Context: an optimization exercise on an open-source flow, tuned for small area, a short achievable clock period and few clock cycles per item. The choices shown serve that exercise and are no tape-out recipe.
The RTL was checked by simulation tests, not by an equivalence proof against the original design.
Power is estimated from default activity; no workload was simulated.

==> flow/design.v <==
package des_pkg;
    typedef logic [63:0] block_t;
    typedef logic [31:0] half_t;
    typedef logic [55:0] cd_t;
    typedef logic [47:0] subkey_t;
    typedef logic [5:0]  sbox_in_t;
    typedef logic [3:0]  sbox_out_t;
    typedef logic [3:0]  round_idx_t;
    typedef enum logic [1:0] {
        st_idle,
        st_run,
        st_done
    } des_state_t;
    localparam int des_rounds = 16;
    localparam logic [15:0] shift_sched = 16'b1000_0001_0000_0011;
    localparam logic [64*8-1:0] ip_tab = {
        8'd58, 8'd50, 8'd42, 8'd34, 8'd26, 8'd18, 8'd10, 8'd2, 8'd60, 8'd52, 8'd44, 8'd36, 8'd28, 8'd20, 8'd12, 8'd4,
        8'd62, 8'd54, 8'd46, 8'd38, 8'd30, 8'd22, 8'd14, 8'd6, 8'd64, 8'd56, 8'd48, 8'd40, 8'd32, 8'd24, 8'd16, 8'd8,
        8'd57, 8'd49, 8'd41, 8'd33, 8'd25, 8'd17, 8'd9, 8'd1, 8'd59, 8'd51, 8'd43, 8'd35, 8'd27, 8'd19, 8'd11, 8'd3,
        8'd61, 8'd53, 8'd45, 8'd37, 8'd29, 8'd21, 8'd13, 8'd5, 8'd63, 8'd55, 8'd47, 8'd39, 8'd31, 8'd23, 8'd15, 8'd7
    };
    localparam logic [64*8-1:0] fp_tab = {
        8'd40, 8'd8, 8'd48, 8'd16, 8'd56, 8'd24, 8'd64, 8'd32, 8'd39, 8'd7, 8'd47, 8'd15, 8'd55, 8'd23, 8'd63, 8'd31,
        8'd38, 8'd6, 8'd46, 8'd14, 8'd54, 8'd22, 8'd62, 8'd30, 8'd37, 8'd5, 8'd45, 8'd13, 8'd53, 8'd21, 8'd61, 8'd29,
        8'd36, 8'd4, 8'd44, 8'd12, 8'd52, 8'd20, 8'd60, 8'd28, 8'd35, 8'd3, 8'd43, 8'd11, 8'd51, 8'd19, 8'd59, 8'd27,
        8'd34, 8'd2, 8'd42, 8'd10, 8'd50, 8'd18, 8'd58, 8'd26, 8'd33, 8'd1, 8'd41, 8'd9, 8'd49, 8'd17, 8'd57, 8'd25
    };
    localparam logic [48*8-1:0] e_tab = {
        8'd32, 8'd1, 8'd2, 8'd3, 8'd4, 8'd5, 8'd4, 8'd5, 8'd6, 8'd7, 8'd8, 8'd9, 8'd8, 8'd9, 8'd10, 8'd11,
        8'd12, 8'd13, 8'd12, 8'd13, 8'd14, 8'd15, 8'd16, 8'd17, 8'd16, 8'd17, 8'd18, 8'd19, 8'd20, 8'd21, 8'd20, 8'd21,
        8'd22, 8'd23, 8'd24, 8'd25, 8'd24, 8'd25, 8'd26, 8'd27, 8'd28, 8'd29, 8'd28, 8'd29, 8'd30, 8'd31, 8'd32, 8'd1
    };
    localparam logic [32*8-1:0] p_tab = {
        8'd16, 8'd7, 8'd20, 8'd21, 8'd29, 8'd12, 8'd28, 8'd17, 8'd1, 8'd15, 8'd23, 8'd26, 8'd5, 8'd18, 8'd31, 8'd10,
        8'd2, 8'd8, 8'd24, 8'd14, 8'd32, 8'd27, 8'd3, 8'd9, 8'd19, 8'd13, 8'd30, 8'd6, 8'd22, 8'd11, 8'd4, 8'd25
    };
    localparam logic [56*8-1:0] pc1_tab = {
        8'd57, 8'd49, 8'd41, 8'd33, 8'd25, 8'd17, 8'd9, 8'd1, 8'd58, 8'd50, 8'd42, 8'd34, 8'd26, 8'd18, 8'd10, 8'd2,
        8'd59, 8'd51, 8'd43, 8'd35, 8'd27, 8'd19, 8'd11, 8'd3, 8'd60, 8'd52, 8'd44, 8'd36, 8'd63, 8'd55, 8'd47, 8'd39,
        8'd31, 8'd23, 8'd15, 8'd7, 8'd62, 8'd54, 8'd46, 8'd38, 8'd30, 8'd22, 8'd14, 8'd6, 8'd61, 8'd53, 8'd45, 8'd37,
        8'd29, 8'd21, 8'd13, 8'd5, 8'd28, 8'd20, 8'd12, 8'd4
    };
    localparam logic [48*8-1:0] pc2_tab = {
        8'd14, 8'd17, 8'd11, 8'd24, 8'd1, 8'd5, 8'd3, 8'd28, 8'd15, 8'd6, 8'd21, 8'd10, 8'd23, 8'd19, 8'd12, 8'd4,
        8'd26, 8'd8, 8'd16, 8'd7, 8'd27, 8'd20, 8'd13, 8'd2, 8'd41, 8'd52, 8'd31, 8'd37, 8'd47, 8'd55, 8'd30, 8'd40,
        8'd51, 8'd45, 8'd33, 8'd48, 8'd44, 8'd49, 8'd39, 8'd56, 8'd34, 8'd53, 8'd46, 8'd42, 8'd50, 8'd36, 8'd29, 8'd32
    };
    function automatic block_t initial_perm(block_t x);
        block_t r;
        for (int i = 0; i < 64; i++) begin
            r[63 - i] = x[64 - ip_tab[(63 - i) * 8 +: 8]];
        end
        initial_perm = r;
    endfunction
    function automatic block_t final_perm(block_t x);
        block_t r;
        for (int i = 0; i < 64; i++) begin
            r[63 - i] = x[64 - fp_tab[(63 - i) * 8 +: 8]];
        end
        final_perm = r;
    endfunction
    function automatic subkey_t expand(half_t x);
        subkey_t r;
        for (int i = 0; i < 48; i++) begin
            r[47 - i] = x[32 - e_tab[(47 - i) * 8 +: 8]];
        end
        expand = r;
    endfunction
    function automatic half_t p_perm(half_t x);
        half_t r;
        for (int i = 0; i < 32; i++) begin
            r[31 - i] = x[32 - p_tab[(31 - i) * 8 +: 8]];
        end
        p_perm = r;
    endfunction
    function automatic cd_t pc1(block_t x);
        cd_t r;
        for (int i = 0; i < 56; i++) begin
            r[55 - i] = x[64 - pc1_tab[(55 - i) * 8 +: 8]];
        end
        pc1 = r;
    endfunction
    function automatic subkey_t pc2(cd_t x);
        subkey_t r;
        for (int i = 0; i < 48; i++) begin
            r[47 - i] = x[56 - pc2_tab[(47 - i) * 8 +: 8]];
        end
        pc2 = r;
    endfunction
endpackage
`timescale 1ns/1ns
module des_sbox (
    input  des_pkg::subkey_t mixed,
    output des_pkg::half_t   sub
);
    function automatic logic [3:0] s1(logic [5:0] x);
        case (x)
            6'd0: s1 = 4'd14;
            6'd1: s1 = 4'd0;
            6'd2: s1 = 4'd4;
            6'd3: s1 = 4'd15;
            6'd4: s1 = 4'd13;
            6'd5: s1 = 4'd7;
            6'd6: s1 = 4'd1;
            6'd7: s1 = 4'd4;
            6'd8: s1 = 4'd2;
            6'd9: s1 = 4'd14;
            6'd10: s1 = 4'd15;
            6'd11: s1 = 4'd2;
            6'd12: s1 = 4'd11;
            6'd13: s1 = 4'd13;
            6'd14: s1 = 4'd8;
            6'd15: s1 = 4'd1;
            6'd16: s1 = 4'd3;
            6'd17: s1 = 4'd10;
            6'd18: s1 = 4'd10;
            6'd19: s1 = 4'd6;
            6'd20: s1 = 4'd6;
            6'd21: s1 = 4'd12;
            6'd22: s1 = 4'd12;
            6'd23: s1 = 4'd11;
            6'd24: s1 = 4'd5;
            6'd25: s1 = 4'd9;
            6'd26: s1 = 4'd9;
            6'd27: s1 = 4'd5;
            6'd28: s1 = 4'd0;
            6'd29: s1 = 4'd3;
            6'd30: s1 = 4'd7;
            6'd31: s1 = 4'd8;
            6'd32: s1 = 4'd4;
            6'd33: s1 = 4'd15;
            6'd34: s1 = 4'd1;
            6'd35: s1 = 4'd12;
            6'd36: s1 = 4'd14;
            6'd37: s1 = 4'd8;
            6'd38: s1 = 4'd8;
            6'd39: s1 = 4'd2;
            6'd40: s1 = 4'd13;
            6'd41: s1 = 4'd4;
            6'd42: s1 = 4'd6;
            6'd43: s1 = 4'd9;
            6'd44: s1 = 4'd2;
            6'd45: s1 = 4'd1;
            6'd46: s1 = 4'd11;
            6'd47: s1 = 4'd7;
            6'd48: s1 = 4'd15;
            6'd49: s1 = 4'd5;
            6'd50: s1 = 4'd12;
            6'd51: s1 = 4'd11;
            6'd52: s1 = 4'd9;
            6'd53: s1 = 4'd3;
            6'd54: s1 = 4'd7;
            6'd55: s1 = 4'd14;
            6'd56: s1 = 4'd3;
            6'd57: s1 = 4'd10;
            6'd58: s1 = 4'd10;
            6'd59: s1 = 4'd0;
            6'd60: s1 = 4'd5;
            6'd61: s1 = 4'd6;
            6'd62: s1 = 4'd0;
            6'd63: s1 = 4'd13;
            default: s1 = 4'd0;
        endcase
    endfunction
    function automatic logic [3:0] s2(logic [5:0] x);
        case (x)
            6'd0: s2 = 4'd15;
            6'd1: s2 = 4'd3;
            6'd2: s2 = 4'd1;
            6'd3: s2 = 4'd13;
            6'd4: s2 = 4'd8;
            6'd5: s2 = 4'd4;
            6'd6: s2 = 4'd14;
            6'd7: s2 = 4'd7;
            6'd8: s2 = 4'd6;
            6'd9: s2 = 4'd15;
            6'd10: s2 = 4'd11;
            6'd11: s2 = 4'd2;
            6'd12: s2 = 4'd3;
            6'd13: s2 = 4'd8;
            6'd14: s2 = 4'd4;
            6'd15: s2 = 4'd14;
            6'd16: s2 = 4'd9;
            6'd17: s2 = 4'd12;
            6'd18: s2 = 4'd7;
            6'd19: s2 = 4'd0;
            6'd20: s2 = 4'd2;
            6'd21: s2 = 4'd1;
            6'd22: s2 = 4'd13;
            6'd23: s2 = 4'd10;
            6'd24: s2 = 4'd12;
            6'd25: s2 = 4'd6;
            6'd26: s2 = 4'd0;
            6'd27: s2 = 4'd9;
            6'd28: s2 = 4'd5;
            6'd29: s2 = 4'd11;
            6'd30: s2 = 4'd10;
            6'd31: s2 = 4'd5;
            6'd32: s2 = 4'd0;
            6'd33: s2 = 4'd13;
            6'd34: s2 = 4'd14;
            6'd35: s2 = 4'd8;
            6'd36: s2 = 4'd7;
            6'd37: s2 = 4'd10;
            6'd38: s2 = 4'd11;
            6'd39: s2 = 4'd1;
            6'd40: s2 = 4'd10;
            6'd41: s2 = 4'd3;
            6'd42: s2 = 4'd4;
            6'd43: s2 = 4'd15;
            6'd44: s2 = 4'd13;
            6'd45: s2 = 4'd4;
            6'd46: s2 = 4'd1;
            6'd47: s2 = 4'd2;
            6'd48: s2 = 4'd5;
            6'd49: s2 = 4'd11;
            6'd50: s2 = 4'd8;
            6'd51: s2 = 4'd6;
            6'd52: s2 = 4'd12;
            6'd53: s2 = 4'd7;
            6'd54: s2 = 4'd6;
            6'd55: s2 = 4'd12;
            6'd56: s2 = 4'd9;
            6'd57: s2 = 4'd0;
            6'd58: s2 = 4'd3;
            6'd59: s2 = 4'd5;
            6'd60: s2 = 4'd2;
            6'd61: s2 = 4'd14;
            6'd62: s2 = 4'd15;
            6'd63: s2 = 4'd9;
            default: s2 = 4'd0;
        endcase
    endfunction
    function automatic logic [3:0] s3(logic [5:0] x);
        case (x)
            6'd0: s3 = 4'd10;
            6'd1: s3 = 4'd13;
            6'd2: s3 = 4'd0;
            6'd3: s3 = 4'd7;
            6'd4: s3 = 4'd9;
            6'd5: s3 = 4'd0;
            6'd6: s3 = 4'd14;
            6'd7: s3 = 4'd9;
            6'd8: s3 = 4'd6;
            6'd9: s3 = 4'd3;
            6'd10: s3 = 4'd3;
            6'd11: s3 = 4'd4;
            6'd12: s3 = 4'd15;
            6'd13: s3 = 4'd6;
            6'd14: s3 = 4'd5;
            6'd15: s3 = 4'd10;
            6'd16: s3 = 4'd1;
            6'd17: s3 = 4'd2;
            6'd18: s3 = 4'd13;
            6'd19: s3 = 4'd8;
            6'd20: s3 = 4'd12;
            6'd21: s3 = 4'd5;
            6'd22: s3 = 4'd7;
            6'd23: s3 = 4'd14;
            6'd24: s3 = 4'd11;
            6'd25: s3 = 4'd12;
            6'd26: s3 = 4'd4;
            6'd27: s3 = 4'd11;
            6'd28: s3 = 4'd2;
            6'd29: s3 = 4'd15;
            6'd30: s3 = 4'd8;
            6'd31: s3 = 4'd1;
            6'd32: s3 = 4'd13;
            6'd33: s3 = 4'd1;
            6'd34: s3 = 4'd6;
            6'd35: s3 = 4'd10;
            6'd36: s3 = 4'd4;
            6'd37: s3 = 4'd13;
            6'd38: s3 = 4'd9;
            6'd39: s3 = 4'd0;
            6'd40: s3 = 4'd8;
            6'd41: s3 = 4'd6;
            6'd42: s3 = 4'd15;
            6'd43: s3 = 4'd9;
            6'd44: s3 = 4'd3;
            6'd45: s3 = 4'd8;
            6'd46: s3 = 4'd0;
            6'd47: s3 = 4'd7;
            6'd48: s3 = 4'd11;
            6'd49: s3 = 4'd4;
            6'd50: s3 = 4'd1;
            6'd51: s3 = 4'd15;
            6'd52: s3 = 4'd2;
            6'd53: s3 = 4'd14;
            6'd54: s3 = 4'd12;
            6'd55: s3 = 4'd3;
            6'd56: s3 = 4'd5;
            6'd57: s3 = 4'd11;
            6'd58: s3 = 4'd10;
            6'd59: s3 = 4'd5;
            6'd60: s3 = 4'd14;
            6'd61: s3 = 4'd2;
            6'd62: s3 = 4'd7;
            6'd63: s3 = 4'd12;
            default: s3 = 4'd0;
        endcase
    endfunction
    function automatic logic [3:0] s4(logic [5:0] x);
        case (x)
            6'd0: s4 = 4'd7;
            6'd1: s4 = 4'd13;
            6'd2: s4 = 4'd13;
            6'd3: s4 = 4'd8;
            6'd4: s4 = 4'd14;
            6'd5: s4 = 4'd11;
            6'd6: s4 = 4'd3;
            6'd7: s4 = 4'd5;
            6'd8: s4 = 4'd0;
            6'd9: s4 = 4'd6;
            6'd10: s4 = 4'd6;
            6'd11: s4 = 4'd15;
            6'd12: s4 = 4'd9;
            6'd13: s4 = 4'd0;
            6'd14: s4 = 4'd10;
            6'd15: s4 = 4'd3;
            6'd16: s4 = 4'd1;
            6'd17: s4 = 4'd4;
            6'd18: s4 = 4'd2;
            6'd19: s4 = 4'd7;
            6'd20: s4 = 4'd8;
            6'd21: s4 = 4'd2;
            6'd22: s4 = 4'd5;
            6'd23: s4 = 4'd12;
            6'd24: s4 = 4'd11;
            6'd25: s4 = 4'd1;
            6'd26: s4 = 4'd12;
            6'd27: s4 = 4'd10;
            6'd28: s4 = 4'd4;
            6'd29: s4 = 4'd14;
            6'd30: s4 = 4'd15;
            6'd31: s4 = 4'd9;
            6'd32: s4 = 4'd10;
            6'd33: s4 = 4'd3;
            6'd34: s4 = 4'd6;
            6'd35: s4 = 4'd15;
            6'd36: s4 = 4'd9;
            6'd37: s4 = 4'd0;
            6'd38: s4 = 4'd0;
            6'd39: s4 = 4'd6;
            6'd40: s4 = 4'd12;
            6'd41: s4 = 4'd10;
            6'd42: s4 = 4'd11;
            6'd43: s4 = 4'd1;
            6'd44: s4 = 4'd7;
            6'd45: s4 = 4'd13;
            6'd46: s4 = 4'd13;
            6'd47: s4 = 4'd8;
            6'd48: s4 = 4'd15;
            6'd49: s4 = 4'd9;
            6'd50: s4 = 4'd1;
            6'd51: s4 = 4'd4;
            6'd52: s4 = 4'd3;
            6'd53: s4 = 4'd5;
            6'd54: s4 = 4'd14;
            6'd55: s4 = 4'd11;
            6'd56: s4 = 4'd5;
            6'd57: s4 = 4'd12;
            6'd58: s4 = 4'd2;
            6'd59: s4 = 4'd7;
            6'd60: s4 = 4'd8;
            6'd61: s4 = 4'd2;
            6'd62: s4 = 4'd4;
            6'd63: s4 = 4'd14;
            default: s4 = 4'd0;
        endcase
    endfunction
    function automatic logic [3:0] s5(logic [5:0] x);
        case (x)
            6'd0: s5 = 4'd2;
            6'd1: s5 = 4'd14;
            6'd2: s5 = 4'd12;
            6'd3: s5 = 4'd11;
            6'd4: s5 = 4'd4;
            6'd5: s5 = 4'd2;
            6'd6: s5 = 4'd1;
            6'd7: s5 = 4'd12;
            6'd8: s5 = 4'd7;
            6'd9: s5 = 4'd4;
            6'd10: s5 = 4'd10;
            6'd11: s5 = 4'd7;
            6'd12: s5 = 4'd11;
            6'd13: s5 = 4'd13;
            6'd14: s5 = 4'd6;
            6'd15: s5 = 4'd1;
            6'd16: s5 = 4'd8;
            6'd17: s5 = 4'd5;
            6'd18: s5 = 4'd5;
            6'd19: s5 = 4'd0;
            6'd20: s5 = 4'd3;
            6'd21: s5 = 4'd15;
            6'd22: s5 = 4'd15;
            6'd23: s5 = 4'd10;
            6'd24: s5 = 4'd13;
            6'd25: s5 = 4'd3;
            6'd26: s5 = 4'd0;
            6'd27: s5 = 4'd9;
            6'd28: s5 = 4'd14;
            6'd29: s5 = 4'd8;
            6'd30: s5 = 4'd9;
            6'd31: s5 = 4'd6;
            6'd32: s5 = 4'd4;
            6'd33: s5 = 4'd11;
            6'd34: s5 = 4'd2;
            6'd35: s5 = 4'd8;
            6'd36: s5 = 4'd1;
            6'd37: s5 = 4'd12;
            6'd38: s5 = 4'd11;
            6'd39: s5 = 4'd7;
            6'd40: s5 = 4'd10;
            6'd41: s5 = 4'd1;
            6'd42: s5 = 4'd13;
            6'd43: s5 = 4'd14;
            6'd44: s5 = 4'd7;
            6'd45: s5 = 4'd2;
            6'd46: s5 = 4'd8;
            6'd47: s5 = 4'd13;
            6'd48: s5 = 4'd15;
            6'd49: s5 = 4'd6;
            6'd50: s5 = 4'd9;
            6'd51: s5 = 4'd15;
            6'd52: s5 = 4'd12;
            6'd53: s5 = 4'd0;
            6'd54: s5 = 4'd5;
            6'd55: s5 = 4'd9;
            6'd56: s5 = 4'd6;
            6'd57: s5 = 4'd10;
            6'd58: s5 = 4'd3;
            6'd59: s5 = 4'd4;
            6'd60: s5 = 4'd0;
            6'd61: s5 = 4'd5;
            6'd62: s5 = 4'd14;
            6'd63: s5 = 4'd3;
            default: s5 = 4'd0;
        endcase
    endfunction
    function automatic logic [3:0] s6(logic [5:0] x);
        case (x)
            6'd0: s6 = 4'd12;
            6'd1: s6 = 4'd10;
            6'd2: s6 = 4'd1;
            6'd3: s6 = 4'd15;
            6'd4: s6 = 4'd10;
            6'd5: s6 = 4'd4;
            6'd6: s6 = 4'd15;
            6'd7: s6 = 4'd2;
            6'd8: s6 = 4'd9;
            6'd9: s6 = 4'd7;
            6'd10: s6 = 4'd2;
            6'd11: s6 = 4'd12;
            6'd12: s6 = 4'd6;
            6'd13: s6 = 4'd9;
            6'd14: s6 = 4'd8;
            6'd15: s6 = 4'd5;
            6'd16: s6 = 4'd0;
            6'd17: s6 = 4'd6;
            6'd18: s6 = 4'd13;
            6'd19: s6 = 4'd1;
            6'd20: s6 = 4'd3;
            6'd21: s6 = 4'd13;
            6'd22: s6 = 4'd4;
            6'd23: s6 = 4'd14;
            6'd24: s6 = 4'd14;
            6'd25: s6 = 4'd0;
            6'd26: s6 = 4'd7;
            6'd27: s6 = 4'd11;
            6'd28: s6 = 4'd5;
            6'd29: s6 = 4'd3;
            6'd30: s6 = 4'd11;
            6'd31: s6 = 4'd8;
            6'd32: s6 = 4'd9;
            6'd33: s6 = 4'd4;
            6'd34: s6 = 4'd14;
            6'd35: s6 = 4'd3;
            6'd36: s6 = 4'd15;
            6'd37: s6 = 4'd2;
            6'd38: s6 = 4'd5;
            6'd39: s6 = 4'd12;
            6'd40: s6 = 4'd2;
            6'd41: s6 = 4'd9;
            6'd42: s6 = 4'd8;
            6'd43: s6 = 4'd5;
            6'd44: s6 = 4'd12;
            6'd45: s6 = 4'd15;
            6'd46: s6 = 4'd3;
            6'd47: s6 = 4'd10;
            6'd48: s6 = 4'd7;
            6'd49: s6 = 4'd11;
            6'd50: s6 = 4'd0;
            6'd51: s6 = 4'd14;
            6'd52: s6 = 4'd4;
            6'd53: s6 = 4'd1;
            6'd54: s6 = 4'd10;
            6'd55: s6 = 4'd7;
            6'd56: s6 = 4'd1;
            6'd57: s6 = 4'd6;
            6'd58: s6 = 4'd13;
            6'd59: s6 = 4'd0;
            6'd60: s6 = 4'd11;
            6'd61: s6 = 4'd8;
            6'd62: s6 = 4'd6;
            6'd63: s6 = 4'd13;
            default: s6 = 4'd0;
        endcase
    endfunction
    function automatic logic [3:0] s7(logic [5:0] x);
        case (x)
            6'd0: s7 = 4'd4;
            6'd1: s7 = 4'd13;
            6'd2: s7 = 4'd11;
            6'd3: s7 = 4'd0;
            6'd4: s7 = 4'd2;
            6'd5: s7 = 4'd11;
            6'd6: s7 = 4'd14;
            6'd7: s7 = 4'd7;
            6'd8: s7 = 4'd15;
            6'd9: s7 = 4'd4;
            6'd10: s7 = 4'd0;
            6'd11: s7 = 4'd9;
            6'd12: s7 = 4'd8;
            6'd13: s7 = 4'd1;
            6'd14: s7 = 4'd13;
            6'd15: s7 = 4'd10;
            6'd16: s7 = 4'd3;
            6'd17: s7 = 4'd14;
            6'd18: s7 = 4'd12;
            6'd19: s7 = 4'd3;
            6'd20: s7 = 4'd9;
            6'd21: s7 = 4'd5;
            6'd22: s7 = 4'd7;
            6'd23: s7 = 4'd12;
            6'd24: s7 = 4'd5;
            6'd25: s7 = 4'd2;
            6'd26: s7 = 4'd10;
            6'd27: s7 = 4'd15;
            6'd28: s7 = 4'd6;
            6'd29: s7 = 4'd8;
            6'd30: s7 = 4'd1;
            6'd31: s7 = 4'd6;
            6'd32: s7 = 4'd1;
            6'd33: s7 = 4'd6;
            6'd34: s7 = 4'd4;
            6'd35: s7 = 4'd11;
            6'd36: s7 = 4'd11;
            6'd37: s7 = 4'd13;
            6'd38: s7 = 4'd13;
            6'd39: s7 = 4'd8;
            6'd40: s7 = 4'd12;
            6'd41: s7 = 4'd1;
            6'd42: s7 = 4'd3;
            6'd43: s7 = 4'd4;
            6'd44: s7 = 4'd7;
            6'd45: s7 = 4'd10;
            6'd46: s7 = 4'd14;
            6'd47: s7 = 4'd7;
            6'd48: s7 = 4'd10;
            6'd49: s7 = 4'd9;
            6'd50: s7 = 4'd15;
            6'd51: s7 = 4'd5;
            6'd52: s7 = 4'd6;
            6'd53: s7 = 4'd0;
            6'd54: s7 = 4'd8;
            6'd55: s7 = 4'd15;
            6'd56: s7 = 4'd0;
            6'd57: s7 = 4'd14;
            6'd58: s7 = 4'd5;
            6'd59: s7 = 4'd2;
            6'd60: s7 = 4'd9;
            6'd61: s7 = 4'd3;
            6'd62: s7 = 4'd2;
            6'd63: s7 = 4'd12;
            default: s7 = 4'd0;
        endcase
    endfunction
    function automatic logic [3:0] s8(logic [5:0] x);
        case (x)
            6'd0: s8 = 4'd13;
            6'd1: s8 = 4'd1;
            6'd2: s8 = 4'd2;
            6'd3: s8 = 4'd15;
            6'd4: s8 = 4'd8;
            6'd5: s8 = 4'd13;
            6'd6: s8 = 4'd4;
            6'd7: s8 = 4'd8;
            6'd8: s8 = 4'd6;
            6'd9: s8 = 4'd10;
            6'd10: s8 = 4'd15;
            6'd11: s8 = 4'd3;
            6'd12: s8 = 4'd11;
            6'd13: s8 = 4'd7;
            6'd14: s8 = 4'd1;
            6'd15: s8 = 4'd4;
            6'd16: s8 = 4'd10;
            6'd17: s8 = 4'd12;
            6'd18: s8 = 4'd9;
            6'd19: s8 = 4'd5;
            6'd20: s8 = 4'd3;
            6'd21: s8 = 4'd6;
            6'd22: s8 = 4'd14;
            6'd23: s8 = 4'd11;
            6'd24: s8 = 4'd5;
            6'd25: s8 = 4'd0;
            6'd26: s8 = 4'd0;
            6'd27: s8 = 4'd14;
            6'd28: s8 = 4'd12;
            6'd29: s8 = 4'd9;
            6'd30: s8 = 4'd7;
            6'd31: s8 = 4'd2;
            6'd32: s8 = 4'd7;
            6'd33: s8 = 4'd2;
            6'd34: s8 = 4'd11;
            6'd35: s8 = 4'd1;
            6'd36: s8 = 4'd4;
            6'd37: s8 = 4'd14;
            6'd38: s8 = 4'd1;
            6'd39: s8 = 4'd7;
            6'd40: s8 = 4'd9;
            6'd41: s8 = 4'd4;
            6'd42: s8 = 4'd12;
            6'd43: s8 = 4'd10;
            6'd44: s8 = 4'd14;
            6'd45: s8 = 4'd8;
            6'd46: s8 = 4'd2;
            6'd47: s8 = 4'd13;
            6'd48: s8 = 4'd0;
            6'd49: s8 = 4'd15;
            6'd50: s8 = 4'd6;
            6'd51: s8 = 4'd12;
            6'd52: s8 = 4'd10;
            6'd53: s8 = 4'd9;
            6'd54: s8 = 4'd13;
            6'd55: s8 = 4'd0;
            6'd56: s8 = 4'd15;
            6'd57: s8 = 4'd3;
            6'd58: s8 = 4'd3;
            6'd59: s8 = 4'd5;
            6'd60: s8 = 4'd5;
            6'd61: s8 = 4'd6;
            6'd62: s8 = 4'd8;
            6'd63: s8 = 4'd11;
            default: s8 = 4'd0;
        endcase
    endfunction
    assign sub[31:28] = s1(mixed[47:42]);
    assign sub[27:24] = s2(mixed[41:36]);
    assign sub[23:20] = s3(mixed[35:30]);
    assign sub[19:16] = s4(mixed[29:24]);
    assign sub[15:12] = s5(mixed[23:18]);
    assign sub[11:8] = s6(mixed[17:12]);
    assign sub[7:4] = s7(mixed[11:6]);
    assign sub[3:0] = s8(mixed[5:0]);
endmodule
`timescale 1ns/1ns
module des_round (
    input  des_pkg::half_t   left,
    input  des_pkg::half_t   right,
    input  des_pkg::subkey_t subkey,
    output des_pkg::half_t   left_out,
    output des_pkg::half_t   right_out
);
    des_pkg::subkey_t mixed;
    des_pkg::half_t   sub;
    assign mixed = des_pkg::expand(right) ^ subkey;
    des_sbox u_sbox (
        .mixed (mixed),
        .sub   (sub)
    );
    assign left_out  = right;
    assign right_out = left ^ des_pkg::p_perm(sub);
endmodule
`timescale 1ns/1ns
module des_key_schedule (
    input  logic             ck,
    input  logic             rst,
    input  logic             key_capture,
    input  logic             decrypt,
    input  des_pkg::block_t  key,
    input  logic             round_en,
    input  logic             one_shift,
    output logic             pend,
    output des_pkg::subkey_t subkey
);
    des_pkg::cd_t cd;
    des_pkg::cd_t cd0;
    logic         dec;
    function automatic des_pkg::cd_t rotl(des_pkg::cd_t x, logic one);
        logic [27:0] c;
        logic [27:0] d;
        c = x[55:28];
        d = x[27:0];
        if (one) begin
            rotl = {c[26:0], c[27], d[26:0], d[27]};
        end else begin
            rotl = {c[25:0], c[27:26], d[25:0], d[27:26]};
        end
    endfunction
    function automatic des_pkg::cd_t rotr(des_pkg::cd_t x, logic one);
        logic [27:0] c;
        logic [27:0] d;
        c = x[55:28];
        d = x[27:0];
        if (one) begin
            rotr = {c[0], c[27:1], d[0], d[27:1]};
        end else begin
            rotr = {c[1:0], c[27:2], d[1:0], d[27:2]};
        end
    endfunction
    assign cd0 = des_pkg::pc1(key);
    always_ff @(posedge ck) begin
        if (rst) begin
            pend <= 1'b0;
        end else if (key_capture) begin
            pend <= !decrypt;
        end else begin
            pend <= 1'b0;
        end
    end
    always_ff @(posedge ck) begin
        if (key_capture) begin
            dec <= decrypt;
            cd  <= cd0;
        end else if (pend || round_en) begin
            cd  <= (dec && !pend) ? rotr(cd, one_shift) : rotl(cd, one_shift || pend);
        end
    end
    assign subkey = des_pkg::pc2(cd);
endmodule
`timescale 1ns/1ns
module des_block_path (
    input  logic             ck,
    input  logic             load_block,
    input  logic             round_en,
    input  des_pkg::block_t  din,
    input  des_pkg::subkey_t subkey,
    output des_pkg::block_t  dout
);
    des_pkg::block_t lr;
    des_pkg::half_t  left_n;
    des_pkg::half_t  right_n;
    des_round u_round (
        .left      (lr[63:32]),
        .right     (lr[31:0]),
        .subkey    (subkey),
        .left_out  (left_n),
        .right_out (right_n)
    );
    always_ff @(posedge ck) begin
        if (load_block) begin
            lr <= des_pkg::initial_perm(din);
        end else if (round_en) begin
            lr <= {left_n, right_n};
        end
    end
    assign dout = des_pkg::final_perm({lr[31:0], lr[63:32]});
endmodule
`timescale 1ns/1ns
module des_control (
    input  logic ck,
    input  logic rst,
    input  logic start,
    input  logic key_load,
    input  logic pend,
    output logic key_capture,
    output logic load_block,
    output logic round_en,
    output logic one_shift,
    output logic done,
    output logic busy
);
    logic [3:0] step;
    assign key_capture = key_load && !busy;
    assign load_block  = start && !busy;
    assign round_en    = busy && !done && !pend;
    assign one_shift = (step == 4'd0) || (step == 4'd7) || (step == 4'd14) || (step == 4'd15);
    always_ff @(posedge ck) begin
        if (rst) begin
            busy <= 1'b0;
            done <= 1'b0;
            step <= '0;
        end else begin
            done <= round_en && (step == 4'd15);
            if (load_block) begin
                busy <= 1'b1;
            end else if (done) begin
                busy <= 1'b0;
            end
            if (round_en) begin
                step <= step + 1'b1;
            end
        end
    end
endmodule
`timescale 1ns/1ns
module des_core (
    input  logic            ck,
    input  logic            rst,
    input  logic            key_load,
    input  logic            decrypt,
    input  logic            start,
    input  des_pkg::block_t key,
    input  des_pkg::block_t din,
    output des_pkg::block_t dout,
    output logic            done,
    output logic            busy
);
    logic             key_capture;
    logic             load_block;
    logic             round_en;
    logic             one_shift;
    logic             pend;
    des_pkg::subkey_t subkey;
    des_control u_control (
        .ck          (ck),
        .rst         (rst),
        .start       (start),
        .key_load    (key_load),
        .pend        (pend),
        .key_capture (key_capture),
        .load_block  (load_block),
        .round_en    (round_en),
        .one_shift   (one_shift),
        .done        (done),
        .busy        (busy)
    );
    des_key_schedule u_key_schedule (
        .ck          (ck),
        .rst         (rst),
        .key_capture (key_capture),
        .decrypt     (decrypt),
        .key         (key),
        .round_en    (round_en),
        .one_shift   (one_shift),
        .pend        (pend),
        .subkey      (subkey)
    );
    des_block_path u_block_path (
        .ck         (ck),
        .load_block (load_block),
        .round_en   (round_en),
        .din        (din),
        .subkey     (subkey),
        .dout       (dout)
    );
endmodule
==> flow/run.sh <==
#!/bin/bash
# synth_recipe.tcl (not shown) runs the flow's synth.tcl, then flattens the netlist and writes it again
# the make line also repeats each setting of config.mk as NAME=value (left out here)
make -C /OpenROAD-flow-scripts/flow DESIGN_CONFIG=/design/flow/config.mk WORK_HOME=/design/flow/orfs CLKGATE_MAP_FILE= SYNTH_SCRIPT=/design/flow/synth_recipe.tcl finish
==> flow/config.mk <==
export PLATFORM = sky130hd
export DESIGN_NAME = des_core
export DESIGN_NICKNAME = des_core
export VERILOG_FILES = /design/flow/design.v
export SDC_FILE = /design/flow/constraint.sdc
export NUM_CORES = 4
export LEC_CHECK = 0
export ABC_CLOCK_PERIOD_IN_PS = 2000
export CAP_MARGIN = 20
export CORE_MARGIN = 2
export CORE_UTILIZATION = 40
export SETUP_SLACK_MARGIN = 3.5
export SLEW_MARGIN = 20
==> flow/constraint.sdc <==
create_clock -name core_clock -period 6.0 [get_ports {ck}]
set_input_delay 1.2000 -clock core_clock [delete_from_list [all_inputs] [get_ports {ck}]]
set_output_delay 1.2000 -clock core_clock [all_outputs]
set_load 0.01 [all_outputs]
==> impl_metrics.env, run 1 <==
export IMPL_rsz0062_at_grt="true"
export IMPL_finalCritPeriodShare_pct=46.6
export IMPL_worstHoldPathCells=2
export IMPL_synth_compound_area_share_pct=15.8
export IMPL_io_buffers=190
export IMPL_synth_top_cells_by_count="338 x sky130_fd_sc_hd__nand2_1, 142 x sky130_fd_sc_hd__o21ai_0, 121 x sky130_fd_sc_hd__edfxtp_1"
export IMPL_antenna_cells_inserted=0
export IMPL_grtUsageMet2_pct=43.4
export IMPL_dp_cells=2029
export IMPL_timing_critical_path_to_type="flip-flop"
export IMPL_synth_main_ff_cell="sky130_fd_sc_hd__edfxtp_1"
export IMPL_floorplan_rows=65
export IMPL_grt_busiest_layer="met2"
export IMPL_post_drt_wl_per_cell_um=21.0
export IMPL_maxCapViolCount=0
export IMPL_gr_usage_met1_pct=37.7
export IMPL_synth_seq_area_share_pct=29.2
export IMPL_first_global_vias=12500
export IMPL_final_max_slew_viol_count=0
export IMPL_setup_reg_to_reg_worst_slack_ns=3.21
export IMPL_clock_tree_from_tritoncts="done"
export IMPL_clock_root_buffer_master="sky130_fd_sc_hd__clkbuf_16"
export IMPL_p_per_area_mw_per_mm2=695
export IMPL_final_net_count=2099
export IMPL_route_antenna_remaining_nets=0
export IMPL_gr_usage_all_layers_pct=27.1
export IMPL_initial_antenna_violation_count=0
export IMPL_num_fill_cells=2558
export IMPL_outcome="no timing/DRC/antenna violations"
export IMPL_drtIter0Drc=1444
export IMPL_cts_buffers_inserted=17
export IMPL_yosys_mux_area_fraction_pct=17.2
export IMPL_startpoint_types="flip-flop"
export IMPL_holdCritStartpoint="u_control.step[3]$_SDFFE_PP0P_"
export IMPL_min_path_type="flip-flop to flip-flop"
export IMPL_synth_avg_cell_area_um2=8.56
export IMPL_grt_pass1_wl_um=71200
export IMPL_worst_endpoint_arrival_ns=2.97
export IMPL_post_synth_top_count_cell="sky130_fd_sc_hd__nand2_1"
export IMPL_replace_congestion=0.912
export IMPL_synth_top_family_by_area="simple AND/OR/NAND/NOR gates"
export IMPL_syn_inst=1510
export IMPL_synth_xor_area_share_pct=8.22
export IMPL_max_slew_margin_rel_pct=37.2
export IMPL_cp_required_ns=6.17
export IMPL_drcViolationCount=0
export IMPL_grt_ovfl_total=0
export IMPL_floorplan_die_width_um=184
export IMPL_worst_skew_pair_late_latency_ns=0.44
export IMPL_avgViaCountPerCell=5.97
export IMPL_ys_async_sr_fraction_pct=0
export IMPL_h_tree_depth=4
export IMPL_ys_top_cells_by_area="sky130_fd_sc_hd__edfxtp_1 28%, sky130_fd_sc_hd__nand2_1 9.8%, sky130_fd_sc_hd__ha_1 6.1%, sky130_fd_sc_hd__mux4_2 6.1%, sky130_fd_sc_hd__mux2_2 5.8%"
export IMPL_dr_pass1_iters=6
export IMPL_synth_warning_count=5
export IMPL_stdcell_count=2318
export IMPL_clock_path_buffers=2
export IMPL_clock_skew_ns=0.0124
export IMPL_path_class="flip-flop to flip-flop"
export IMPL_timing_final_setup_violations=0
export IMPL_floorplan_core_area_mm2=0.0317
export IMPL_fin_crit_ns=2.79
export IMPL_syn_cell_area_mm2=0.0129
export IMPL_yosys_register_bits=128
export IMPL_ir_drop_mv=0.349
export IMPL_synth_cell_type_count=72
export IMPL_drive_gt1_share_pct=32.8
export IMPL_grt_start_max_net_pins=113
export IMPL_synth_simple_gate_area_share_pct=18.8
export IMPL_die_area_mm2=0.0337
export IMPL_critical_path_startpoint="u_block_path.lr[28]$_DFFE_PP_"
export IMPL_num_vias=13800
export IMPL_top_achievable_clock_speed_ghz=0.358
export IMPL_areaGrowthSynthToFinish_pct=52.9
export IMPL_floorplan_initialDensity_pct=40.7
export IMPL_clock_sink_count=128
export IMPL_floorplan_die_height_um=184
export IMPL_ios=199
export IMPL_net_count_of_the_mapped_netlist=1706
export IMPL_r2r_start="u_block_path.lr[28]$_DFFE_PP_"
export IMPL_finalHoldViolCount=0
export IMPL_synth_top_cell_area_share_pct=28.1
export IMPL_rr_endpoint="u_block_path.lr[15]$_DFFE_PP_"
export IMPL_worst_slew_pin_slew_ns=0.943
export IMPL_critical_path_peak_fanout=4
export IMPL_tns_ns=0
export IMPL_place_detailed_hpwl_um=28600
export IMPL_routed_wirelength_um=48700
export IMPL_crit_end="u_block_path.lr[15]$_DFFE_PP_"
export IMPL_clkTransAtPathRegs_ns=0.07
export IMPL_met3_track_usage_gr_pct=3.92
export IMPL_synth_fa_ha_area_share_pct=6.10
export IMPL_cellLeakagePower_nw=7.81
export IMPL_number_of_enable_flip_flop_cells_after_synthesis=121
export IMPL_r2r_cells=9
export IMPL_netlist_top_cell_by_area="sky130_fd_sc_hd__edfxtp_1"
[report_power, final]
part | internal, mW | total [mW] | leakage (nW) | switching (mW)
Sequential | 1.36 | 1.67 | 1.27 | 0.310
Clock | 0.703 | 1.18 | 0.302 | 0.478
Combinational | 5.37 | 10.9 | 6.23 | 5.51
[worst max-delay path, cell delays in order (launching register included)]
cell	delay, ns
sky130_fd_sc_hd__edfxtp_1	0.41
sky130_fd_sc_hd__buf_12	0.16
sky130_fd_sc_hd__xnor2_4	0.23
sky130_fd_sc_hd__inv_4	0.08
sky130_fd_sc_hd__ha_4	0.32
sky130_fd_sc_hd__clkinv_4	0.07
sky130_fd_sc_hd__mux4_2	0.45
sky130_fd_sc_hd__mux4_2	0.55
sky130_fd_sc_hd__xor2_1	0.16
sky130_fd_sc_hd__a21oi_1	0.08
[what timing repair did]
item,in CTS,in global routing
cloned,11,2
gates resized for setup,280,147
setup buffers,171,73
pin swaps,80,86
setup endpoints to repair,246,168
hold buffers,0,0
[stage by stage]
| stage | power [mW] | area, um^2 | setup slack (ns) | util (%) | hold slack (ns) |
|---|---|---|---|---|---|
| final | 13.7 | 19700 | 3.21 | 62.3 | 0.523 |
| after global routing | 14.5 | 19700 | 3.15 | 62.3 | 0.563 |
| after CTS | 12.1 | 18500 | 3.27 | 58.3 | 0.496 |
| after detailed placement | 9.02 | 15500 | 2.20 | 48.8 | 0.478 |
| after global placement | 8.88 | 15500 | 2.28 | 48.7 | 0.490 |
| after floorplan | 7.16 | 13300 | 3.25 | - | 0.452 |
[kinds of logic after synthesis]
family	after synthesis
AND/OR/NAND/NOR	574
XOR/XNOR	112
adder cells (fa/ha/maj)	63
flip-flops	128
AO/OA/AOI/OAI	321
buffers and inverters	148
multiplexers	164
[sequential cells by signal, summed over array words and instances, names as in the netlist]
signal / flops
u_control.done: 1
u_key_schedule.dec: 1
u_key_schedule.cd: 56
u_block_path.lr: 64
u_control.busy: 1
u_control.step: 4
u_key_schedule.pend: 1
[final cells by class]
class | instances | area [um^2] | share of cell area, %
sequential | 128 | 3780 | 19.1
clock buffer | 17 | 425 | 2.15
tap | 402 | 503 | 2.55
multi-input combinational | 1245 | 10300 | 52.0
timing repair buffer | 460 | 4300 | 21.7
inverter | 51 | 259 | 1.31
clock inverter | 15 | 206 | 1.05
[routing by layer]
metal | wire [um] | up-vias | share of wire [%]
met5 | 0 | - | 0
met4 | 1420 | 0 | 2.9
met3 | 3790 | 97 | 7.8
met2 | 22800 | 711 | 47
met1 | 20600 | 6744 | 42
li1 | - | 6292 | -
[cell usage in the layout (no fill, tap or decap), types with 11 or more instances in the layout]
cell / n
sky130_fd_sc_hd__mux2_2: 66
sky130_fd_sc_hd__ha_4: 32
sky130_fd_sc_hd__mux2i_1: 57
sky130_fd_sc_hd__inv_4: 13
sky130_fd_sc_hd__dlygate4sd2_1: 54
sky130_fd_sc_hd__xnor2_1: 33
sky130_fd_sc_hd__edfxtp_1: 121
sky130_fd_sc_hd__clkbuf_16: 19
sky130_fd_sc_hd__nand3_1: 89
sky130_fd_sc_hd__nor3_1: 24
sky130_fd_sc_hd__a21oi_1: 27
sky130_fd_sc_hd__inv_1: 23
sky130_fd_sc_hd__o21ai_0: 126
sky130_fd_sc_hd__nor2_1: 55
sky130_fd_sc_hd__buf_4: 196
sky130_fd_sc_hd__xor2_4: 23
sky130_fd_sc_hd__clkdlybuf4s50_1: 123
sky130_fd_sc_hd__o21ai_1: 18
sky130_fd_sc_hd__mux4_2: 38
sky130_fd_sc_hd__buf_6: 51
sky130_fd_sc_hd__a31oi_1: 11
sky130_fd_sc_hd__a211oi_1: 21
sky130_fd_sc_hd__xor2_1: 25
sky130_fd_sc_hd__xnor2_4: 11
sky130_fd_sc_hd__o211ai_1: 20
sky130_fd_sc_hd__nand2_1: 337
sky130_fd_sc_hd__ha_1: 21
sky130_fd_sc_hd__buf_12: 17
[how the worst min path moves through the flow]
stage                           endpoint  slack (ns)
6_report       u_control.done$_SDFF_PP0_        0.52
2_1_floorplan  u_control.done$_SDFF_PP0_        0.45
3_5_place_dp   u_control.done$_SDFF_PP0_        0.48
5_1_grt        u_control.done$_SDFF_PP0_        0.56
4_1_cts        u_control.done$_SDFF_PP0_        0.50
3_3_place_gp   u_control.done$_SDFF_PP0_        0.49
Testbench counts, summed over its fixed seeds: cycles 23,199, blocks 1,280.
==> run 2: changes to the inputs <==
--- a/flow/config.mk
+++ b/flow/config.mk
@@ -5,7 +5,6 @@
 export SDC_FILE = /design/flow/constraint.sdc
 export NUM_CORES = 4
 export LEC_CHECK = 0
-export ABC_CLOCK_PERIOD_IN_PS = 2000
 export CAP_MARGIN = 20
 export CORE_MARGIN = 2
 export CORE_UTILIZATION = 40
==> impl_metrics.env, run 2 <==
export IMPL_fin_crit_ns=2.79
export IMPL_final_common_cell="sky130_fd_sc_hd__nand2_1"
export IMPL_synth_xor_area_share_pct=8.22
export IMPL_synth_top_family_by_area="simple AND/OR/NAND/NOR gates"
export IMPL_route_antenna_remaining_nets=0
export IMPL_place_area_mm2=0.0155
export IMPL_antenna_cells_inserted=0
export IMPL_drive_gt1_share_pct=32.8
export IMPL_replace_congestion=0.912
export IMPL_post_synth_top_count_cell="sky130_fd_sc_hd__nand2_1"
export IMPL_worst_endpoint_arrival_ns=2.97
export IMPL_number_of_enable_flip_flop_cells_after_synthesis=121
export IMPL_rsz0062_at_grt="true"
export IMPL_final_util_pct=62.3
export IMPL_synth_seq_area_share_pct=29.2
export IMPL_synth_warning_count=5
export IMPL_drtIter0Drc=1444
export IMPL_ys_top_cells_by_area="sky130_fd_sc_hd__edfxtp_1 28%, sky130_fd_sc_hd__nand2_1 9.8%, sky130_fd_sc_hd__ha_1 6.1%, sky130_fd_sc_hd__mux4_2 6.1%, sky130_fd_sc_hd__mux2_2 5.8%"
export IMPL_layout_top_registers="u_block_path.lr (64), u_key_schedule.cd (56), u_control.step (4)"
export IMPL_post_drt_wl_per_cell_um=21.0
export IMPL_dr_pass1_iters=6
export IMPL_critical_path_startpoint="u_block_path.lr[28]$_DFFE_PP_"
export IMPL_clock_sink_count=128
export IMPL_setup_slack_ns=3.21
export IMPL_outcome="no timing/DRC/antenna violations"
export IMPL_ios=199
export IMPL_netlist_top_cell_by_area="sky130_fd_sc_hd__edfxtp_1"
export IMPL_most_common_layout_cells="337 x sky130_fd_sc_hd__nand2_1, 196 x sky130_fd_sc_hd__buf_4, 126 x sky130_fd_sc_hd__o21ai_0"
export IMPL_grt_start_max_net_pins=113
export IMPL_clkTransAtPathRegs_ns=0.07
export IMPL_timing_final_setup_violations=0
export IMPL_initial_antenna_violation_count=0
export IMPL_synth_cell_type_count=72
export IMPL_h_tree_depth=4
export IMPL_pre_cts_slack_ns=2.20
export IMPL_gr_usage_all_layers_pct=27.1
export IMPL_path_class="flip-flop to flip-flop"
export IMPL_syn_inst=1510
export IMPL_timing_critical_path_to_type="flip-flop"
export IMPL_ir_drop_mv=0.349
export IMPL_yosys_register_bits=128
export IMPL_synth_top_cells_by_count="338 x sky130_fd_sc_hd__nand2_1, 142 x sky130_fd_sc_hd__o21ai_0, 121 x sky130_fd_sc_hd__edfxtp_1"
export IMPL_cts_buffers_inserted=17
export IMPL_grt_ovfl_total=0
export IMPL_ys_async_sr_fraction_pct=0
export IMPL_top_achievable_clock_speed_ghz=0.358
export IMPL_r2r_start="u_block_path.lr[28]$_DFFE_PP_"
export IMPL_startpoint_types="flip-flop"
export IMPL_cp_required_ns=6.17
export IMPL_min_path_type="flip-flop to flip-flop"
export IMPL_floorplan_rows=65
export IMPL_post_route_cell_area_mm2=0.0197
export IMPL_clock_root_buffer_master="sky130_fd_sc_hd__clkbuf_16"
export IMPL_floorplan_core_area_mm2=0.0317
export IMPL_worst_slew_pin_slew_ns=0.943
export IMPL_floorplan_die_width_um=184
export IMPL_maxCapViolCount=0
export IMPL_critical_path_peak_fanout=4
export IMPL_synth_top_cell_area_share_pct=28.1
export IMPL_p_per_area_mw_per_mm2=695
export IMPL_synth_avg_cell_area_um2=8.56
export IMPL_finalCritPeriodShare_pct=46.6
export IMPL_num_vias=13800
export IMPL_floorplan_initialDensity_pct=40.7
export IMPL_place_detailed_hpwl_um=28600
export IMPL_finalHoldViolCount=0
export IMPL_postCtsHoldBufs=0
export IMPL_floorplan_die_height_um=184
export IMPL_first_global_vias=12500
export IMPL_io_buffers=190
export IMPL_synth_compound_area_share_pct=15.8
export IMPL_pwr_total_mw=13.7
export IMPL_max_slew_margin_rel_pct=37.2
export IMPL_routed_wirelength_um=48700
export IMPL_syn_cell_area_mm2=0.0129
export IMPL_final_net_count=2099
export IMPL_die_area_mm2=0.0337
export IMPL_holdCritStartpoint="u_control.step[3]$_SDFFE_PP0P_"
export IMPL_clock_tree_from_tritoncts="done"
export IMPL_final_max_slew_viol_count=0
export IMPL_max_flop_register="u_block_path.lr"
export IMPL_net_count_of_the_mapped_netlist=1706
export IMPL_yosys_mux_area_fraction_pct=17.2
export IMPL_synth_main_ff_cell="sky130_fd_sc_hd__edfxtp_1"
export IMPL_synth_simple_gate_area_share_pct=18.8
export IMPL_avgViaCountPerCell=5.97
export IMPL_tns_ns=0
export IMPL_clock_path_buffers=2
export IMPL_grt_pass1_wl_um=71200
export IMPL_flip_flop_count_of_the_largest_register_after_layout=64
export IMPL_drcViolationCount=0
export IMPL_worst_skew_pair_late_latency_ns=0.44
export IMPL_cellLeakagePower_nw=7.81
export IMPL_clock_skew_ns=0.0124
export IMPL_areaGrowthSynthToFinish_pct=52.9
export IMPL_synth_fa_ha_area_share_pct=6.10
[run 2: cell counts in the layout (fill, tap and decap cells not counted)]
Identical to the previous run, type by type.
[run 2: layout make-up]
class,instances,area [um^2]
inverters,51,259
clock buffers,17,425
clock inverters,15,206
flip-flops and latches,128,3780
repair buffers,460,4300
fillers,2558,12000
well taps,402,503
multi-input cells,1245,10300
[run 2: cells by family (layout without fill, tap and decap cells)]
family,after synthesis,after routing
AO/OA/AOI/OAI,321,323
XOR/XNOR,112,113
adder cells (fa/ha/maj),63,63
buffers and inverters,148,543
flip-flops,128,128
multiplexers,164,164
AND/OR/NAND/NOR,574,582
[run 2: repair_timing]
item,CTS,global route
pin swaps,80,86
gates resized for setup,280,147
gates cloned,11,2
endpoints found under the setup margin,246,168
setup buffers,171,73
[run 2: worst paths after layout]
kind | slack [ns] | cells past startpoint | endpoint
worst min register to register | 0.52 | 2 | u_control.done$_SDFF_PP0_
worst max-delay path | 3.21 | 9 | u_block_path.lr[15]$_DFFE_PP_
worst min-delay path | 0.52 | 2 | u_control.done$_SDFF_PP0_
worst max register to register | 3.21 | 9 | u_block_path.lr[15]$_DFFE_PP_
[run 2: critical path: stages (launching register included)]
cell	delay [ns]
sky130_fd_sc_hd__edfxtp_1	0.41
sky130_fd_sc_hd__buf_12	0.16
sky130_fd_sc_hd__xnor2_4	0.23
sky130_fd_sc_hd__inv_4	0.08
sky130_fd_sc_hd__ha_4	0.32
sky130_fd_sc_hd__clkinv_4	0.07
sky130_fd_sc_hd__mux4_2	0.45
sky130_fd_sc_hd__mux4_2	0.55
sky130_fd_sc_hd__xor2_1	0.16
sky130_fd_sc_hd__a21oi_1	0.08
[run 2: per-layer routing]
| metal | vias to the layer above | wire (um) | global-route usage [%] |
|---|---|---|---|
| li1 | 6292 | - | - |
| met1 | 6744 | 20600 | 37.7 |
| met2 | 711 | 22800 | 43.4 |
| met3 | 97 | 3790 | 3.92 |
| met4 | 0 | 1420 | 8.74 |
| met5 | - | 0 | 0 |
[run 2: power breakdown]
| part | switching, mW | total [mW] | internal [mW] |
|---|---|---|---|
| Sequential | 0.310 | 1.67 | 1.36 |
| Clock | 0.478 | 1.18 | 0.703 |
| Combinational | 5.51 | 10.9 | 5.37 |
| Total | 6.29 | 13.7 | 7.44 |
[run 2: metrics by stage]
step / instances / hold WS, ns
CTS: 2243 / 0.496
global route: 2318 / 0.563
floorplan: 1510 / 0.452
global placement: 2028 / 0.490
detailed placement: 2029 / 0.478
finish: 2318 / 0.523
==> run 3: changes to the inputs <==
--- a/flow/config.mk
+++ b/flow/config.mk
@@ -8,5 +8,5 @@
 export CAP_MARGIN = 20
 export CORE_MARGIN = 2
 export CORE_UTILIZATION = 40
-export SETUP_SLACK_MARGIN = 3.5
+export SETUP_SLACK_MARGIN = 3.0
 export SLEW_MARGIN = 20
==> impl_metrics.env, run 3 <==
export IMPL_ys_top_cells_by_area="sky130_fd_sc_hd__edfxtp_1 28%, sky130_fd_sc_hd__nand2_1 9.8%, sky130_fd_sc_hd__ha_1 6.1%, sky130_fd_sc_hd__mux4_2 6.1%, sky130_fd_sc_hd__mux2_2 5.8%"
export IMPL_startpoint_types="flip-flop"
export IMPL_gr_usage_all_layers_pct=24.4
export IMPL_clock_path_buffers=2
export IMPL_most_common_layout_cells="338 x sky130_fd_sc_hd__nand2_1, 189 x sky130_fd_sc_hd__clkdlybuf4s50_1, 142 x sky130_fd_sc_hd__o21ai_0"
export IMPL_clock_root_buffer_master="sky130_fd_sc_hd__clkbuf_16"
export IMPL_sequential_cell_area_mm2=0.00377
export IMPL_areaGrowthSynthToFinish_pct=28.8
export IMPL_replace_congestion=0.919
export IMPL_num_fill_cells=2930
export IMPL_synth_warning_count=5
export IMPL_die_area_mm2=0.0337
export IMPL_max_slew_margin_rel_pct=26.1
export IMPL_clock_tree_from_tritoncts="done"
export IMPL_pwr_total_mw=10.6
export IMPL_avgViaCountPerCell=5.85
export IMPL_total_switching_power_mw=5.04
export IMPL_clock_sink_count=128
export IMPL_io_buffers=190
export IMPL_dr_pass1_iters=5
export IMPL_outcome="no timing/DRC/antenna violations"
export IMPL_stdcell_count=2115
export IMPL_net_count_of_the_mapped_netlist=1706
export IMPL_cell_internal_power_mw=5.52
export IMPL_grt_start_max_net_pins=113
export IMPL_synth_cell_type_count=72
export IMPL_setup_slack_ns=3.04
export IMPL_initial_antenna_violation_count=1
export IMPL_final_common_cell="sky130_fd_sc_hd__nand2_1"
export IMPL_netlist_top_cell_by_area="sky130_fd_sc_hd__edfxtp_1"
export IMPL_first_global_vias=11100
export IMPL_critical_path_peak_fanout=3
export IMPL_post_drt_wl_per_cell_um=20.3
export IMPL_maxCapViolCount=0
export IMPL_ys_async_sr_fraction_pct=0
export IMPL_pre_cts_slack_ns=2.23
export IMPL_grt_busiest_layer="met2"
export IMPL_max_flop_register="u_block_path.lr"
export IMPL_grtUsageMet2_pct=37.6
export IMPL_syn_cell_area_mm2=0.0129
export IMPL_worst_slew_pin_slew_ns=1.10
export IMPL_worst_skew_pair_late_latency_ns=0.43
export IMPL_drtIter0Drc=1156
export IMPL_timing_critical_path_to_type="output pin"
export IMPL_number_of_enable_flip_flop_cells_after_synthesis=121
export IMPL_routed_wirelength_um=43000
export IMPL_met3_track_usage_gr_pct=2.50
export IMPL_gr_usage_met1_pct=36.7
export IMPL_power_combinational_fraction_pct=71.9
export IMPL_rsz0062_at_grt="true"
export IMPL_grt_pass1_wl_um=64100
export IMPL_cts_buffers_inserted=17
export IMPL_syn_inst=1510
export IMPL_drive_gt1_share_pct=15.9
export IMPL_power_share_sequential_pct=17.8
export IMPL_num_vias=12400
export IMPL_dp_cells=2025
export IMPL_flip_flop_count_of_the_largest_register_after_layout=64
export IMPL_finalHoldViolCount=0
export IMPL_floorplan_rows=65
export IMPL_h_tree_depth=4
export IMPL_grt_ovfl_total=0
export IMPL_synth_main_ff_cell="sky130_fd_sc_hd__edfxtp_1"
export IMPL_floorplan_core_area_mm2=0.0317
export IMPL_final_net_count=1896
export IMPL_worst_endpoint_arrival_ns=1.76
export IMPL_clkTransAtPathRegs_ns=0.06
export IMPL_timing_final_setup_violations=0
export IMPL_floorplan_die_width_um=184
export IMPL_route_antenna_remaining_nets=0
export IMPL_floorplan_die_height_um=184
export IMPL_path_class="flip-flop to output pin"
export IMPL_power_frac_clock_pct=10.3
export IMPL_multi_input_area_mm2=0.00912
export IMPL_synth_avg_cell_area_um2=8.56
export IMPL_cellLeakagePower_nw=6.42
export IMPL_ios=199
export IMPL_layout_top_registers="u_block_path.lr (64), u_key_schedule.cd (56), u_control.step (4)"
export IMPL_min_path_type="flip-flop to flip-flop"
export IMPL_fin_crit_ns=2.96
export IMPL_cp_required_ns=4.80
export IMPL_finalCritPeriodShare_pct=49.3
export IMPL_synth_top_cell_area_share_pct=28.1
export IMPL_synth_top_cells_by_count="338 x sky130_fd_sc_hd__nand2_1, 142 x sky130_fd_sc_hd__o21ai_0, 121 x sky130_fd_sc_hd__edfxtp_1"
export IMPL_synth_seq_area_share_pct=29.2
export IMPL_top_achievable_clock_speed_ghz=0.338
export IMPL_place_detailed_hpwl_um=28200
export IMPL_antenna_cells_inserted=0
export IMPL_drcViolationCount=0
export IMPL_tns_ns=0
export IMPL_post_synth_top_count_cell="sky130_fd_sc_hd__nand2_1"
export IMPL_floorplan_initialDensity_pct=40.7
export IMPL_final_max_slew_viol_count=0
export IMPL_p_per_area_mw_per_mm2=635
export IMPL_switching_share_of_power_pct=47.7
export IMPL_ir_drop_mv=0.301
export IMPL_clock_skew_ns=0.0177
export IMPL_yosys_register_bits=128
==> run 3: changes by cell type in the layout (fill, tap and decap cells not counted), sizes merged, moves of 2 or more <==
cell           before  now
buf               271   69
clkdlybuf4s50     123  189
dlygate4sd2        54    1
clkbuf             23   18
clkdlybuf4s15       5    0
bufinv              4    2
inv                51   53
or2                 5    3
==> run 3: cell families (layout without fill, tap and decap cells) <==
family	after synthesis	count (layout)	share of synthesized area, %
flip-flops	128	128	29.2
AO/OA/AOI/OAI	321	322	15.8
buffers and inverters	148	343	4.58
adder cells (fa/ha/maj)	63	63	6.10
XOR/XNOR	112	113	8.22
AND/OR/NAND/NOR	574	580	18.8
multiplexers	164	164	17.2
==> run 3: stage by stage <==
stage / util (%) / area (um^2) / hold slack (ns)
global route: 52.4 / 16600 / 0.565
floorplan: - / 12900 / 0.452
CTS: 50.8 / 16100 / 0.501
detailed placement: 47.7 / 15100 / 0.481
global placement: 47.7 / 15100 / 0.492
finish: 52.4 / 16600 / 0.517
==> run 3: what timing repair did <==
item                       4_1_cts  5_1_grt
pin swaps                        3        6
setup endpoints to repair      148       67
cloned                           5        3
gates resized for setup         31       30
hold buffers                     0        0
setup buffers                   18       31
==> run 3: layer usage <==
metal,share of wire (%),vias up
met5,0,-
met4,1.3,0
met3,6.8,38
met2,45,455
met1,47,6006
li1,-,5872
==> run 3: worst max-delay path, stage by stage, from the launching register on <==
cell and delay, ns:
sky130_fd_sc_hd__edfxtp_1 0.59, sky130_fd_sc_hd__buf_4 0.22, sky130_fd_sc_hd__clkdlybuf4s50_1 0.53
==> run 3: layout make-up <==
type                            instances  area share (%)
Inverter                               51            1.22
Tap cell                              402            3.02
Multi-Input combinational cell       1242            54.8
Clock buffer                           17            2.56
Sequential cell                       128            22.7
Clock inverter                         15           0.955
Timing Repair Buffer                  260            14.7
==> run 3: path summary, 6_finish.rpt <==
check / start / to / slack [ns] / cells after the start
hold / removal: u_control.step[3]$_SDFFE_PP0P_ / u_control.done$_SDFF_PP0_ / 0.52 / 2
hold reg to reg: u_control.step[3]$_SDFFE_PP0P_ / u_control.done$_SDFF_PP0_ / 0.52 / 2
setup / recovery: u_block_path.lr[4]$_DFFE_PP_ / dout[24] / 3.04 / 2
setup reg to reg: u_block_path.lr[7]$_DFFE_PP_ / u_block_path.lr[3]$_DFFE_PP_ / 3.05 / 8
==> run 3: power groups by stage <==
stage	clock (mW)	combinational (mW)	sequential, mW
2_1_floorplan	0	5.16	1.73
3_3_place_gp	0	6.71	1.88
3_5_place_dp	0	6.84	1.89
4_1_cts	1.09	7.12	1.87
5_1_grt	1.13	8.25	1.92
6_report	1.08	7.60	1.89
==> run 4: changes to the inputs <==
--- a/flow/config.mk
+++ b/flow/config.mk
@@ -5,6 +5,7 @@
 export SDC_FILE = /design/flow/constraint.sdc
 export NUM_CORES = 4
 export LEC_CHECK = 0
+export ABC_AREA = 1
 export CAP_MARGIN = 20
 export CORE_MARGIN = 2
 export CORE_UTILIZATION = 40
==> impl_metrics.env, run 4 <==
export IMPL_finalHoldViolCount=0
export IMPL_p_per_area_mw_per_mm2=487
export IMPL_finalCritPeriodShare_pct=48.1
export IMPL_grt_ovfl_total=0
export IMPL_cp_slowest_stage_delay_ns=0.63
export IMPL_synth_top_cells_by_count="935 x sky130_fd_sc_hd__nand2_1, 432 x sky130_fd_sc_hd__nand3_1, 162 x sky130_fd_sc_hd__inv_1"
export IMPL_synth_warning_count=5
export IMPL_clock_tree_from_tritoncts="done"
export IMPL_flip_flop_count_of_the_largest_register_after_layout=64
export IMPL_worstHoldPathCells=2
export IMPL_setup_slack_ns=3.11
export IMPL_syn_cell_area_mm2=0.0129
export IMPL_r2r_cells=10
export IMPL_drcViolationCount=0
export IMPL_setup_reg_to_reg_worst_slack_ns=3.20
export IMPL_timing_final_setup_violations=0
export IMPL_first_global_vias=13000
export IMPL_routed_wirelength_um=48000
export IMPL_replace_congestion=0.900
export IMPL_number_of_enable_flip_flop_cells_after_synthesis=121
export IMPL_place_detailed_hpwl_um=35500
export IMPL_path_class="flip-flop to output pin"
export IMPL_fin_crit_ns=2.89
export IMPL_r2r_start="u_control.step[0]$_SDFFE_PP0P_"
export IMPL_floorplan_die_width_um=183
export IMPL_net_count_of_the_mapped_netlist=2271
export IMPL_grt_start_max_net_pins=65
export IMPL_ios=199
export IMPL_post_drt_wl_per_cell_um=18.3
export IMPL_post_synth_top_count_cell="sky130_fd_sc_hd__nand2_1"
export IMPL_io_buffers=190
export IMPL_most_common_layout_cells="928 x sky130_fd_sc_hd__nand2_1, 431 x sky130_fd_sc_hd__nand3_1, 190 x sky130_fd_sc_hd__clkdlybuf4s50_1"
export IMPL_synth_cell_type_count=33
export IMPL_critical_path_slowest_cell="sky130_fd_sc_hd__edfxtp_1"
export IMPL_max_flop_register="u_block_path.lr"
export IMPL_h_tree_depth=4
export IMPL_tns_ns=0
export IMPL_clock_root_buffer_master="sky130_fd_sc_hd__clkbuf_16"
export IMPL_clock_path_buffers=2
export IMPL_final_util_pct=49.5
export IMPL_ir_drop_mv=0.204
export IMPL_floorplan_core_area_mm2=0.0316
export IMPL_synth_top_cell_area_share_pct=28.2
export IMPL_worst_endpoint_arrival_ns=1.69
export IMPL_ys_top_cells_by_area="sky130_fd_sc_hd__edfxtp_1 28%, sky130_fd_sc_hd__nand2_1 27%, sky130_fd_sc_hd__nand3_1 17%, sky130_fd_sc_hd__ha_1 6.1%, sky130_fd_sc_hd__inv_1 4.7%"
export IMPL_clock_skew_ns=0.0124
export IMPL_maxCapViolCount=0
export IMPL_floorplan_initialDensity_pct=40.7
export IMPL_synth_seq_area_share_pct=29.3
export IMPL_max_slew_margin_rel_pct=34.0
export IMPL_yosys_register_bits=128
export IMPL_route_antenna_remaining_nets=0
export IMPL_outcome="no timing/DRC/antenna violations"
export IMPL_num_fill_cells=3305
export IMPL_floorplan_rows=65
export IMPL_worstPathCellList="clkdlybuf4s50_1"
export IMPL_clkTransAtPathRegs_ns=0.06
export IMPL_cp_num_buf_inv=1
export IMPL_layout_top_registers="u_block_path.lr (64), u_key_schedule.cd (56), u_control.step (4)"
export IMPL_netlist_top_cell_by_area="sky130_fd_sc_hd__edfxtp_1"
export IMPL_timing_critical_path_to_type="output pin"
export IMPL_synth_main_ff_cell="sky130_fd_sc_hd__edfxtp_1"
export IMPL_min_path_type="flip-flop to flip-flop"
export IMPL_rr_endpoint="u_key_schedule.cd[10]$_DFFE_PP_"
export IMPL_synth_avg_cell_area_um2=6.21
export IMPL_dr_pass1_iters=5
export IMPL_worst_skew_pair_late_latency_ns=0.43
export IMPL_drive_gt1_share_pct=3.78
export IMPL_num_vias=14500
export IMPL_cellLeakagePower_nw=7.47
export IMPL_gr_usage_all_layers_pct=28.2
export IMPL_critPathTopFamily="flip-flops"
export IMPL_die_area_mm2=0.0337
export IMPL_holdCritStartpoint="u_control.step[3]$_SDFFE_PP0P_"
export IMPL_syn_inst=2075
export IMPL_drtIter0Drc=1603
export IMPL_cts_buffers_inserted=17
export IMPL_clock_sink_count=128
export IMPL_final_net_count=2405
export IMPL_floorplan_die_height_um=183
export IMPL_final_common_cell="sky130_fd_sc_hd__nand2_1"
export IMPL_initial_antenna_violation_count=1
export IMPL_startpoint_types="flip-flop"
export IMPL_final_max_slew_viol_count=0
export IMPL_cp_required_ns=4.80
export IMPL_min_to="u_control.done$_SDFF_PP0_"
export IMPL_avgViaCountPerCell=5.52
export IMPL_ys_async_sr_fraction_pct=0
export IMPL_worst_slew_pin_slew_ns=0.990
export IMPL_critical_path_peak_fanout=4
export IMPL_top_achievable_clock_speed_ghz=0.346
export IMPL_areaGrowthSynthToFinish_pct=21.6
export IMPL_rsz0062_at_grt="true"
export IMPL_grt_pass1_wl_um=73600
export IMPL_pre_cts_slack_ns=2.35
[run 4: changes by cell type after synthesis, sizes merged, moves of 31 or more]
| cell | previous run | this run |
|---|---|---|
| nand2 | 338 | 938 |
| nand3 | 89 | 432 |
| inv | 49 | 165 |
| mux2 | 66 | 0 |
| mux2i | 59 | 0 |
| nor2 | 69 | 19 |
| xor2 | 57 | 8 |
| o21ai | 145 | 97 |
| a21oi | 29 | 74 |
| mux4 | 39 | 0 |
| xnor2 | 54 | 21 |
| clkbuf | 68 | 37 |
[run 4: through the flow]
stage / area, um^2 / hold WS, ns / power [mW] / std cells
after floorplan: 12900 / 0.439 / 4.99 / 2075
after global placement: 14900 / 0.459 / 6.40 / 2585
after detailed placement: 14900 / 0.469 / 6.41 / 2585
after CTS: 15600 / 0.479 / 7.52 / 2619
after global routing: 15700 / 0.508 / 8.31 / 2624
final: 15700 / 0.490 / 7.63 / 2625
[run 4: power by group]
part	total, mW	internal (mW)	switching [mW]
clock network	1.10	0.642	0.453
registers	1.69	1.30	0.398
logic	4.84	1.68	3.16
[run 4: cells by family after synthesis]
family	count (synthesis)	synth area share [%]
buffers and inverters	261	8.40
xor gates and xnor gates	29	2.99
DFF	128	29.3
adders and majority gates	63	6.12
AOI/OAI and AO/OA	187	7.56
and+or+nand+nor	1407	45.7
[run 4: tightest hold or removal path, cell delays in order (launching register included)]
cell,delay (ns)
sky130_fd_sc_hd__dfxtp_1,0.31
sky130_fd_sc_hd__nand2_1,0.08
sky130_fd_sc_hd__nor4_1,0.05
[run 4: routing by layer]
| metal | vias to the layer above | global-route usage, % | wire length, um |
|---|---|---|---|
| met4 | 0 | 8.10 | 1220 |
| met1 | 6706 | 41.8 | 22000 |
| met2 | 658 | 42.4 | 20800 |
| met5 | - | 0 | 0 |
| met3 | 62 | 3.90 | 4050 |
| li1 | 7064 | - | - |
[run 4: cell type report]
class | count | area [um^2] | area share [%]
Antenna cell | 1 | 2.50 | 0.0160
Multi-Input combinational cell | 1687 | 8110 | 51.8
Sequential cell | 128 | 3770 | 24.1
Clock buffer | 23 | 543 | 3.46
Timing Repair Buffer | 207 | 2040 | 13.0
Inverter | 168 | 639 | 4.08
Clock inverter | 9 | 62.6 | 0.399
Tap cell | 402 | 503 | 3.21
[run 4: how the worst max path moves through the flow]
| stage | start | endpoint | slack (ns) | cells past startpoint |
|---|---|---|---|---|
| global route | u_control.step[0]$_SDFFE_PP0P_ | u_key_schedule.cd[26]$_DFFE_PP_ | 2.92 | 10 |
| detailed placement | key_load | u_key_schedule.cd[19]$_DFFE_PP_ | 2.35 | 5 |
| finish | u_block_path.lr[31]$_DFFE_PP_ | dout[6] | 3.11 | 1 |
| floorplan | key_load | u_key_schedule.cd[0]$_DFFE_PP_ | 3.03 | 3 |
| global placement | key_load | u_key_schedule.cd[19]$_DFFE_PP_ | 2.35 | 5 |
| CTS | u_block_path.lr[4]$_DFFE_PP_ | u_block_path.lr[25]$_DFFE_PP_ | 3.04 | 16 |
[run 4: what timing repair did]
item	in CTS	in global routing
endpoints found under the setup margin	70	22
pin swaps	0	1
resized for setup	3	10
setup buffers	2	4
hold buffers	0	0
gates cloned	0	1

==> what the ideal ports hide <==
Ports are ideal in the flow. The routed layouts listed here were re-timed in OpenROAD. Step 1, drivers: a clkbuf_16 drives ck and a buf_2 each remaining input, both assumed. Step 2 times the ports against the registers' clock, not the clock port: input delays grow and output delays shrink by t, the midpoint of the rising clock arrivals with the driver on. Three values: ideal, step 1, step 2; two values: the first two.
run	t (ns)	setup WS [ns]
run 1	0.482	3.206 / 3.206 / 3.059
run 2	0.482	3.206 / 3.206 / 3.059
run 3	0.478	3.043 / 2.994 / 2.653
run 4	0.475	3.112 / 3.063 / 2.686
After both steps setup and hold are still met in every run listed.
